This design comes from an exercise in tuning for small area, a short achievable clock period and few clock cycles per item on the open sky130 flow, not from production work.
Where RTL was checked, it was by simulation tests only, not by an equivalence proof against the original.
No activity file was given, so power comes from the tool's default toggle rates.

== v1 ==
==> flow/design.v (excerpt) <==
module selective_repeat_sender_window_top (
    input  logic                                 clk,
    input  logic                                 rst_n,
    input  logic                                 start,
    output logic                                 busy,
    input  logic [5:0]                           item,      
    input  logic                                 cfg_we,
    input  logic [srsw_pkg::CFG_IDX_W-1:0]       cfg_idx,
    input  logic [srsw_pkg::CFG_W-1:0]           cfg_data,
    output logic                                 result_valid,
    output logic [29:0]                          result     
);
    localparam int N  = srsw_pkg::SEQ_COUNT;
    localparam int SW = srsw_pkg::SEQ_W;
    localparam int HW = srsw_pkg::HI_W;
    function automatic logic [N-1:0] therm(input logic [SW-1:0] b);
        logic [N-1:0] t;
        for (int p = 0; p < N; p++)
        begin
            logic r;
            r = 1'b1;
            for (int i = 0; i < SW; i++)
            begin
                r = ((p >> i) & 1) ? (~b[i] | r) : (~b[i] & r);
            end
            t[p] = r;
        end
        therm = t;
    endfunction
    function automatic logic [N-1:0] decode(input logic [SW-1:0] b);
        logic [N-1:0] t;
        for (int p = 0; p < N; p++)
        begin
            t[p] = b == SW'(p);
        end
        decode = t;
    endfunction
    function automatic logic lt5(input logic [SW-1:0] a, input logic [SW-1:0] b);
        logic r;
        r = 1'b0;
        for (int i = 0; i < SW; i++)
        begin
            r = (~a[i] & b[i]) | (~(a[i] ^ b[i]) & r);
        end
        lt5 = r;
    endfunction
    function automatic logic [N-1:0] below(input logic [N-1:0] v);
        logic [N-1:0] x;
        x = v;
        x = x | (x << 1);
        x = x | (x << 2);
        x = x | (x << 4);
        x = x | (x << 8);
        x = x | (x << 16);
        below = x << 1;
    endfunction
    function automatic logic [SW-1:0] encode(input logic [N-1:0] oh);
        logic [SW-1:0] r;
  ...
Size: ~3700 cells after synthesis, roughly 620 flip-flops, ~53 I/O pins, ~35000 um2 of cells after synthesis.
clock: 10.0 ns
lec_check: 0
cap_margin: 20
core_margin: 2
core_utilization: 60
place_density: 0.75
slew_margin: 20
standard.sh (not shown) runs the stock make flow with config.mk's settings and CLKGATE_MAP_FILE= SYNTH_SCRIPT=/design/flow/synth_recipe.tcl, a recipe that flattens the netlist after the stock synthesis.
==> flow/flow/run.sh <==
#!/bin/bash
export SETUP_SLACK_MARGIN=6.5
bash standard.sh > standard.log 2>&1
v1 closes out successfully: all stages finished, all timing, DRC and antenna checks passed.
Testbench counts of v1, summed over its fixed seeds: cycles 3,216, items 3,200.
For v5, these inputs were changed with respect to v1:
--- a/flow/design.v
+++ b/flow/design.v
@@ -10,64 +10,78 @@
     localparam int CFG_W     = 10;
     localparam logic [CFG_IDX_W-1:0] REG_WINDOW_SIZE = 1'd0;
     localparam logic [CFG_IDX_W-1:0] REG_TIMEOUT     = 1'd1;
     localparam logic OP_ACK  = 1'b0;
     localparam logic OP_TICK = 1'b1;
 endpackage
 module srsw_cell (
     input  logic       clk,
+    input  logic       rst_n,
     input  logic       live,       
     input  logic [9:0] n1,         
     input  logic [9:0] n0,
     input  logic       tz,         
     input  logic       rmode,      
     input  logic       rfirst,     
     input  logic       do_tick,    
     input  logic       do_mark,    
     input  logic       hit,        
     input  logic       fresh,      
     output logic       pend,       
     output logic       exp,        
     output logic       acked
 );
-    logic [10:0] timer;
-    logic [10:0] t_next;
-    logic        ge;
+    logic [9:0]  timer;
+    logic [9:0]  t_next;
+    logic        exp_r;
+    logic        mk;
+    logic        upd;
     logic        acked_r;
     logic        eq;
     logic        inc;
     logic        clr;
     assign pend  = live & ~acked_r;
-    assign exp   = pend & ge;
+    assign exp   = exp_r;
     assign acked = acked_r;
     assign inc   = do_tick & pend;
     assign clr   = fresh | hit;
+    assign mk    = do_mark & live;
+    assign upd   = inc | (rmode & pend);
     always_comb
     begin
         logic c;
         eq = 1'b1;
         for (int i = 0; i < 10; i++)
         begin
             eq = eq & (timer[i] ? n1[i] : n0[i]);
         end
-        c = inc;
+        c = inc & ~(&timer);
         for (int i = 0; i < 10; i++)
         begin
             t_next[i] = ~clr & (timer[i] ^ c);
             c         = c & timer[i];
         end
-        t_next[10] = ~clr & (timer[10] | c);
     end
     always_ff @(posedge clk)
     begin
         timer <= t_next;
-        ge <= (clr & tz) | (~clr & (inc | rmode) & ((rfirst ? timer[10] : ge) | eq))
-                         | (~clr & ~(inc | rmode) & ge);
-        acked_r <= ~fresh & (acked_r | (do_mark & live));
+        acked_r <= ~fresh & (acked_r | mk);
+    end
+    always_ff @(posedge clk or negedge rst_n)
+    begin
+        if (!rst_n)
+        begin
+            exp_r <= 1'b0;
+        end
+        else
+        begin
+            exp_r <= (clr & tz) | (~clr & ~mk & upd & ((exp_r & ~rfirst) | eq))
+                                | (~clr & ~mk & ~upd & exp_r);
+        end
     end
 endmodule
 module selective_repeat_sender_window_top (
     input  logic                                 clk,
     input  logic                                 rst_n,
     input  logic                                 start,
     output logic                                 busy,
     input  logic [5:0]                           item,      
@@ -179,16 +193,17 @@
     assign do_tick = v0 && op0;
     assign do_ack  = v0 && !op0;
     logic [N-1:0] pend, expd, ackd;
     logic [N-1:0] hit, fresh, mark;
     for (genvar p = 0; p < N; p++)
     begin : g_slot
         srsw_cell u_cell (
             .clk     (clk),
+            .rst_n   (rst_n),
             .live    (live_reg[p]),
             .n1      (n1_reg),
             .n0      (n0_reg),
             .tz      (tz_reg),
             .rmode   (rmode),
             .rfirst  (rfirst),
             .do_tick (do_tick),
             .do_mark (mark[p]),
Findings:
v5 reports its endpoint of the worst setup timing path as base_reg[2]$_DFFE_PN0P_ while v1 reports room_reg$_DFF_PN1_. Going from v1 to v5, number of buffers inserted during clock tree synthesis fell by 3; number of instances resized during post-cts repair fell by 28%; register area fell by 3.8%; total power fell by about 1.6%; routed wire length rose by 550 um.
Testbench counts of v5, summed over its fixed seeds: cycles 3,216, items 3,200.

---

## the baseline
The RTL this note starts from:
==> flow/design.v <==
package srsw_pkg;
    localparam int SEQ_COUNT = 32;
    localparam int SEQ_W     = 5;
    localparam int BLOCK_W   = 24;
    localparam int HI_W      = BLOCK_W - SEQ_W;    
    localparam int WSIZE_W   = 5;
    localparam int TIMEOUT_W = 10;
    localparam int TIMER_W   = 11;
    localparam int CFG_IDX_W = 1;
    localparam int CFG_W     = 10;
    localparam logic [CFG_IDX_W-1:0] REG_WINDOW_SIZE = 1'd0;
    localparam logic [CFG_IDX_W-1:0] REG_TIMEOUT     = 1'd1;
    localparam logic OP_ACK  = 1'b0;
    localparam logic OP_TICK = 1'b1;
endpackage
module srsw_cell (
    input  logic       clk,
    input  logic       live,       
    input  logic [9:0] n1,         
    input  logic [9:0] n0,
    input  logic       tz,         
    input  logic       rmode,      
    input  logic       rfirst,     
    input  logic       do_tick,    
    input  logic       do_mark,    
    input  logic       hit,        
    input  logic       fresh,      
    output logic       pend,       
    output logic       exp,        
    output logic       acked
);
    logic [10:0] timer;
    logic [10:0] t_next;
    logic        ge;
    logic        acked_r;
    logic        eq;
    logic        inc;
    logic        clr;
    assign pend  = live & ~acked_r;
    assign exp   = pend & ge;
    assign acked = acked_r;
    assign inc   = do_tick & pend;
    assign clr   = fresh | hit;
    always_comb
    begin
        logic c;
        eq = 1'b1;
        for (int i = 0; i < 10; i++)
        begin
            eq = eq & (timer[i] ? n1[i] : n0[i]);
        end
        c = inc;
        for (int i = 0; i < 10; i++)
        begin
            t_next[i] = ~clr & (timer[i] ^ c);
            c         = c & timer[i];
        end
        t_next[10] = ~clr & (timer[10] | c);
    end
    always_ff @(posedge clk)
    begin
        timer <= t_next;
        if (clr)
        begin
            ge <= tz;
        end
        else if (inc || rmode)
        begin
            ge <= (rfirst ? timer[10] : ge) | eq;
        end
        acked_r <= ~fresh & (acked_r | (do_mark & live));
    end
endmodule
module selective_repeat_sender_window_top (
    input  logic                                 clk,
    input  logic                                 rst_n,
    input  logic                                 start,
    output logic                                 busy,
    input  logic [5:0]                           item,      
    input  logic                                 cfg_we,
    input  logic [srsw_pkg::CFG_IDX_W-1:0]       cfg_idx,
    input  logic [srsw_pkg::CFG_W-1:0]           cfg_data,
    output logic                                 result_valid,
    output logic [29:0]                          result     
);
    localparam int N  = srsw_pkg::SEQ_COUNT;
    localparam int SW = srsw_pkg::SEQ_W;
    localparam int HW = srsw_pkg::HI_W;
    function automatic logic [N-1:0] therm(input logic [SW-1:0] b);
        logic [N-1:0] t;
        for (int p = 0; p < N; p++)
        begin
            logic r;
            r = 1'b1;
            for (int i = 0; i < SW; i++)
            begin
                r = ((p >> i) & 1) ? (~b[i] | r) : (~b[i] & r);
            end
            t[p] = r;
        end
        therm = t;
    endfunction
    function automatic logic [N-1:0] decode(input logic [SW-1:0] b);
        logic [N-1:0] t;
        for (int p = 0; p < N; p++)
        begin
            t[p] = b == SW'(p);
        end
        decode = t;
    endfunction
    function automatic logic lt5(input logic [SW-1:0] a, input logic [SW-1:0] b);
        logic r;
        r = 1'b0;
        for (int i = 0; i < SW; i++)
        begin
            r = (~a[i] & b[i]) | (~(a[i] ^ b[i]) & r);
        end
        lt5 = r;
    endfunction
    function automatic logic [N-1:0] below(input logic [N-1:0] v);
        logic [N-1:0] x;
        x = v;
        x = x | (x << 1);
        x = x | (x << 2);
        x = x | (x << 4);
        x = x | (x << 8);
        x = x | (x << 16);
        below = x << 1;
    endfunction
    function automatic logic [SW-1:0] encode(input logic [N-1:0] oh);
        logic [SW-1:0] r;
        r = '0;
        for (int p = 0; p < N; p++)
        begin
            r = r | (oh[p] ? SW'(p) : SW'(0));
        end
        encode = r;
    endfunction
    logic          v0;
    logic          op0;
    logic [SW-1:0] s0;
    always_ff @(posedge clk or negedge rst_n)
    begin
        if (!rst_n)
        begin
            v0 <= 1'b0;
        end
        else
        begin
            v0 <= start && !busy_reg;
        end
    end
    always_ff @(posedge clk)
    begin
        op0 <= item[5];
        s0  <= item[4:0];
    end
    assign busy = busy_reg;
    logic [SW-1:0] base_reg;
    logic [SW-1:0] nxt_reg;
    logic [HW-1:0] hi_reg;
    logic [4:0]    ws_reg;
    logic [9:0]    to_reg;       
    logic          tz_reg;       
    logic [3:0]    rstep;        
    logic [3:0]    rstep_next;
    logic          busy_reg;
    logic [9:0]    n1_reg;       
    logic [9:0]    n0_reg;
    logic [9:0]    n1_next;
    logic [9:0]    n0_next;
    logic          rmode;
    logic          rfirst;
    logic [N-1:0]  live_reg;
    logic [N-1:0]  atb_reg;      
    logic          room_reg;     
    logic [SW-1:0] lo_reg;       
    logic          rv1_reg;      
    logic          rs1_reg;
    logic          wrap1_reg;
    logic [N-1:0]  seq1_reg;     
    logic          rv_reg;
    logic [29:0]   res_reg;
    logic do_tick, do_ack;
    assign do_tick = v0 && op0;
    assign do_ack  = v0 && !op0;
    logic [N-1:0] pend, expd, ackd;
    logic [N-1:0] hit, fresh, mark;
    for (genvar p = 0; p < N; p++)
    begin : g_slot
        srsw_cell u_cell (
            .clk     (clk),
            .live    (live_reg[p]),
            .n1      (n1_reg),
            .n0      (n0_reg),
            .tz      (tz_reg),
            .rmode   (rmode),
            .rfirst  (rfirst),
            .do_tick (do_tick),
            .do_mark (mark[p]),
            .hit     (hit[p]),
            .fresh   (fresh[p]),
            .pend    (pend[p]),
            .exp     (expd[p]),
            .acked   (ackd[p])
        );
    end
    logic [N-1:0]  exp_h, first;
    logic          any_h, any_e;
    logic          sent;
    logic [N-1:0]  dnxt;
    logic [N-1:0]  gt_b, zs, zs_h, bz_h, bz, zfirst, atb_new, passed;
    logic          any_zh;
    logic          slide;
    logic [SW-1:0] cnt, cnt1, lo;
    logic          room_c, room_1, room_s;
    logic [N-1:0]  from_lo, short_of_lo;
    always_comb
    begin
        exp_h = expd & atb_reg;
        any_h = |exp_h;
        any_e = |expd;
        first = expd & ((atb_reg & ~below(exp_h)) | (~atb_reg & ~below(expd) & {N{~any_h}}));
        dnxt  = decode(nxt_reg);
        sent  = do_tick && !any_e && room_reg;
        gt_b    = {atb_reg[N-2:0], 1'b0};
        zs      = ~(ackd & live_reg);
        zs_h    = zs & gt_b;
        any_zh  = |zs_h;
        bz_h    = below(zs_h);
        bz      = below(zs);
        zfirst  = any_zh ? (zs_h & ~bz_h) : (zs & ~bz);
        atb_new = any_zh ? (zs_h | bz_h) : (zs | bz);
        passed  = any_zh ? (atb_reg & ~atb_new) : (atb_reg | ~atb_new);
        slide   = do_ack && (s0 == base_reg) && (base_reg != nxt_reg);
        cnt     = nxt_reg - base_reg;
        cnt1    = cnt + SW'(1);
        room_c  = lt5(cnt, ws_reg);
        room_1  = lt5(cnt1, ws_reg);
        lo      = nxt_reg - ws_reg + SW'(1);
        from_lo = therm(lo_reg);
        short_of_lo = lt5(base_reg, lo_reg) ? (gt_b & ~from_lo) : (gt_b | ~from_lo);
        room_s  = room_reg || !(|(zs & short_of_lo));
        for (int p = 0; p < N; p++)
        begin
            hit[p]   = do_tick && first[p];
            fresh[p] = sent && dnxt[p];
            mark[p]  = do_ack && (s0 == SW'(p));
        end
    end
    assign rmode  = rstep >= 4'd2;
    assign rfirst = rstep == 4'd2;
    always_comb
    begin
        logic [9:0] r;
        if (rstep == 4'd1)
        begin
            rstep_next = (base_reg != nxt_reg) ? 4'd2 : 4'd0;
        end
        else if (rstep == 4'd12 || rstep == 4'd0)
        begin
            rstep_next = 4'd0;
        end
        else
        begin
            rstep_next = rstep + 4'd1;
        end
        r = to_reg - 10'd1;
        n1_next = r;
        n0_next = ~r;
        if (rstep_next == 4'd12)
        begin
            n1_next = to_reg;
            n0_next = ~to_reg;
        end
        else if (rstep_next >= 4'd2)
        begin
            for (int j = 0; j < 10; j++)
            begin
                if (j > 11 - int'(rstep_next))
                begin
                    n1_next[j] = to_reg[j];
                    n0_next[j] = ~to_reg[j];
                end
                else if (j == 11 - int'(rstep_next))
                begin
                    n1_next[j] = ~to_reg[j];
                    n0_next[j] = 1'b0;
                end
                else
                begin
                    n1_next[j] = 1'b1;
                    n0_next[j] = 1'b1;
                end
            end
        end
    end
    always_ff @(posedge clk)
    begin
        n1_reg <= n1_next;
        n0_reg <= n0_next;
    end
    logic [HW-1:0] hi_inc;
    assign hi_inc = hi_reg + HW'(1);
    always_ff @(posedge clk or negedge rst_n)
    begin
        if (!rst_n)
        begin
            base_reg    <= '0;
            nxt_reg     <= '0;
            hi_reg      <= '0;
            ws_reg      <= 5'd7;
            to_reg      <= 10'd20;
            tz_reg      <= 1'b0;
            rstep       <= 4'd0;
            busy_reg    <= 1'b0;
            live_reg    <= '0;
            atb_reg     <= '1;
            room_reg    <= 1'b1;
            lo_reg      <= 5'd26;
            rv1_reg     <= 1'b0;
            rv_reg      <= 1'b0;
        end
        else
        begin
            rv1_reg <= do_tick && (any_e || room_reg);
            rv_reg  <= rv1_reg;
            if (sent)
            begin
                nxt_reg  <= nxt_reg + SW'(1);
                live_reg <= live_reg | dnxt;
            end
            if (slide)
            begin
                base_reg <= encode(zfirst);
                atb_reg  <= atb_new;
                live_reg <= live_reg & ~passed;
                if (!any_zh)
                begin
                    hi_reg <= hi_inc;
                end
            end
            room_reg <= slide ? room_s : (sent ? room_1 : room_c);
            lo_reg   <= sent ? lo_reg + SW'(1) : lo;
            rstep <= rstep_next;
            if (rstep == 4'd1)
            begin
                busy_reg <= base_reg != nxt_reg;
            end
            else if (rstep_next == 4'd12)
            begin
                busy_reg <= 1'b0;
            end
            if (cfg_we)
            begin
                if (cfg_idx == srsw_pkg::REG_WINDOW_SIZE)
                begin
                    ws_reg <= cfg_data[4:0];
                end
                else
                begin
                    to_reg   <= cfg_data;
                    tz_reg   <= cfg_data == '0;
                    rstep    <= 4'd1;
                    busy_reg <= (base_reg != nxt_reg) || v0;
                end
            end
        end
    end
    logic [SW-1:0] rseq;
    assign rseq = encode(seq1_reg);
    always_ff @(posedge clk)
    begin
        rs1_reg   <= any_e;
        seq1_reg  <= any_e ? first : dnxt;
        wrap1_reg <= any_e ? !any_h : lt5(nxt_reg, base_reg);
        res_reg   <= {rseq, (wrap1_reg ? hi_inc : hi_reg), rseq, rs1_reg};
    end
    assign result_valid = rv_reg;
    assign result       = res_reg;
endmodule
export LEC_CHECK = 0
export CAP_MARGIN = 20
export CORE_MARGIN = 2
export CORE_UTILIZATION = 60
export PLACE_DENSITY = 0.75
export SLEW_MARGIN = 20
create_clock -name core_clock -period 10.0 [get_ports {clk}]
Scripts as last shown in full above: flow/flow/run.sh
Modified inputs, the candidate compared to the baseline
diff --git a/flow/design.v b/flow/design.v
--- a/flow/design.v
+++ b/flow/design.v
@@ -173,14 +173,10 @@
     logic          rfirst;
     logic [N-1:0]  live_reg;
     logic [N-1:0]  atb_reg;      
     logic          room_reg;     
     logic [SW-1:0] lo_reg;       
-    logic          rv1_reg;      
-    logic          rs1_reg;
-    logic          wrap1_reg;
-    logic [N-1:0]  seq1_reg;     
     logic          rv_reg;
     logic [29:0]   res_reg;
     logic do_tick, do_ack;
     assign do_tick = v0 && op0;
     assign do_ack  = v0 && !op0;
@@ -205,24 +201,26 @@
             .acked   (ackd[p])
         );
     end
     logic [N-1:0]  exp_h, first;
     logic          any_h, any_e;
+    logic [SW-1:0] fseq;
     logic          sent;
     logic [N-1:0]  dnxt;
     logic [N-1:0]  gt_b, zs, zs_h, bz_h, bz, zfirst, atb_new, passed;
     logic          any_zh;
     logic          slide;
     logic [SW-1:0] cnt, cnt1, lo;
     logic          room_c, room_1, room_s;
-    logic [N-1:0]  from_lo, short_of_lo;
+    logic [N-1:0]  roomvec, from_lo, past_n;
     always_comb
     begin
         exp_h = expd & atb_reg;
         any_h = |exp_h;
         any_e = |expd;
         first = expd & ((atb_reg & ~below(exp_h)) | (~atb_reg & ~below(expd) & {N{~any_h}}));
+        fseq  = encode(first);
         dnxt  = decode(nxt_reg);
         sent  = do_tick && !any_e && room_reg;
         gt_b    = {atb_reg[N-2:0], 1'b0};
         zs      = ~(ackd & live_reg);
         zs_h    = zs & gt_b;
@@ -237,12 +235,24 @@
         cnt1    = cnt + SW'(1);
         room_c  = lt5(cnt, ws_reg);
         room_1  = lt5(cnt1, ws_reg);
         lo      = nxt_reg - ws_reg + SW'(1);
         from_lo = therm(lo_reg);
-        short_of_lo = lt5(base_reg, lo_reg) ? (gt_b & ~from_lo) : (gt_b | ~from_lo);
-        room_s  = room_reg || !(|(zs & short_of_lo));
+        past_n  = therm(nxt_reg) & ~dnxt;
+        if (ws_reg == '0)
+        begin
+            roomvec = '0;
+        end
+        else if (lt5(nxt_reg, lo_reg))
+        begin
+            roomvec = from_lo | ~past_n;
+        end
+        else
+        begin
+            roomvec = from_lo & ~past_n;
+        end
+        room_s  = |(zfirst & roomvec);
         for (int p = 0; p < N; p++)
         begin
             hit[p]   = do_tick && first[p];
             fresh[p] = sent && dnxt[p];
             mark[p]  = do_ack && (s0 == SW'(p));
@@ -316,17 +326,15 @@
             busy_reg    <= 1'b0;
             live_reg    <= '0;
             atb_reg     <= '1;
             room_reg    <= 1'b1;
             lo_reg      <= 5'd26;
-            rv1_reg     <= 1'b0;
             rv_reg      <= 1'b0;
         end
         else
         begin
-            rv1_reg <= do_tick && (any_e || room_reg);
-            rv_reg  <= rv1_reg;
+            rv_reg <= do_tick && (any_e || room_reg);
             if (sent)
             begin
                 nxt_reg  <= nxt_reg + SW'(1);
                 live_reg <= live_reg | dnxt;
             end
@@ -365,17 +373,19 @@
                     busy_reg <= (base_reg != nxt_reg) || v0;
                 end
             end
         end
     end
-    logic [SW-1:0] rseq;
-    assign rseq = encode(seq1_reg);
     always_ff @(posedge clk)
     begin
-        rs1_reg   <= any_e;
-        seq1_reg  <= any_e ? first : dnxt;
-        wrap1_reg <= any_e ? !any_h : lt5(nxt_reg, base_reg);
-        res_reg   <= {rseq, (wrap1_reg ? hi_inc : hi_reg), rseq, rs1_reg};
+        if (any_e)
+        begin
+            res_reg <= {fseq, (any_h ? hi_reg : hi_inc), fseq, 1'b1};
+        end
+        else
+        begin
+            res_reg <= {nxt_reg, (lt5(nxt_reg, base_reg) ? hi_inc : hi_reg), nxt_reg, 1'b0};
+        end
     end
     assign result_valid = rv_reg;
     assign result       = res_reg;
 endmodule
--- outcome ---
In the tables for the candidate and the baseline, count of placed standard cells in the final layout, fillers left out reads lower with the baseline. Maximum frequency deteriorates in the candidate relative to the baseline. Going from the baseline to the candidate, sequential share of layout area lower; cell depth of the worst flop-to-flop path went up by 2; synthesized area divided by synthesized cell count shows a reduction of 0.051 µm². Static power due to leakage in the candidate is about 8% above the baseline. The candidate against the baseline: share of the cycle needed by the critical path after routing up 2.2 points; non-clock buffer count shows an increase of 190; fraction of layout cells with a size suffix above 1 saw an increase; layout overhead on the synthesized area moved up. Taking the baseline as the reference, in the candidate synthesized cell count decreased 1.0%, power increased 580 µW. Wire: the candidate routes more than the baseline.
No functional check of the RTL was part of any run of this note.

separate check: timing with driven ports:
How much do the figures lean on ideal ports? The routed layouts below were timed once more, with nothing changed but the port constraints. Step 1 (the two cells are an assumption about what drives the block):
set clk [get_ports {clk}]
set_driving_cell -lib_cell sky130_fd_sc_hd__clkbuf_16 $clk
set_driving_cell -lib_cell sky130_fd_sc_hd__buf_2 [delete_from_list [all_inputs] $clk]
Step 2 adds t to the input delays and takes it off the output delays; t is the mean of the earliest and latest rising clock arrival at the registers after step 1. Input paths then give back, and output paths get back, about the clock's delay inside the block. Three values: no drivers, after step 1, after step 2; two values: the first two.
run	t (ns)	setup slack, ns	slew at the worst register clock pin (ns)
v1	0.701	6.423 / 6.423 / 6.337	0.07 / 0.07
v5	0.675	6.447 / 6.447 / 6.338	0.06 / 0.06
the baseline	0.685	6.444 / 6.444 / 6.294	0.06 / 0.06
the candidate	0.690	6.229 / 6.229 / 6.229	0.07 / 0.07
After both steps setup and hold are still met in every run listed. For the baseline, which loses most, drivers alone change the setup slack by 0.000 ns; drivers and shift together by -0.150 ns. The worst setup slack also covers recovery checks on asynchronous resets.
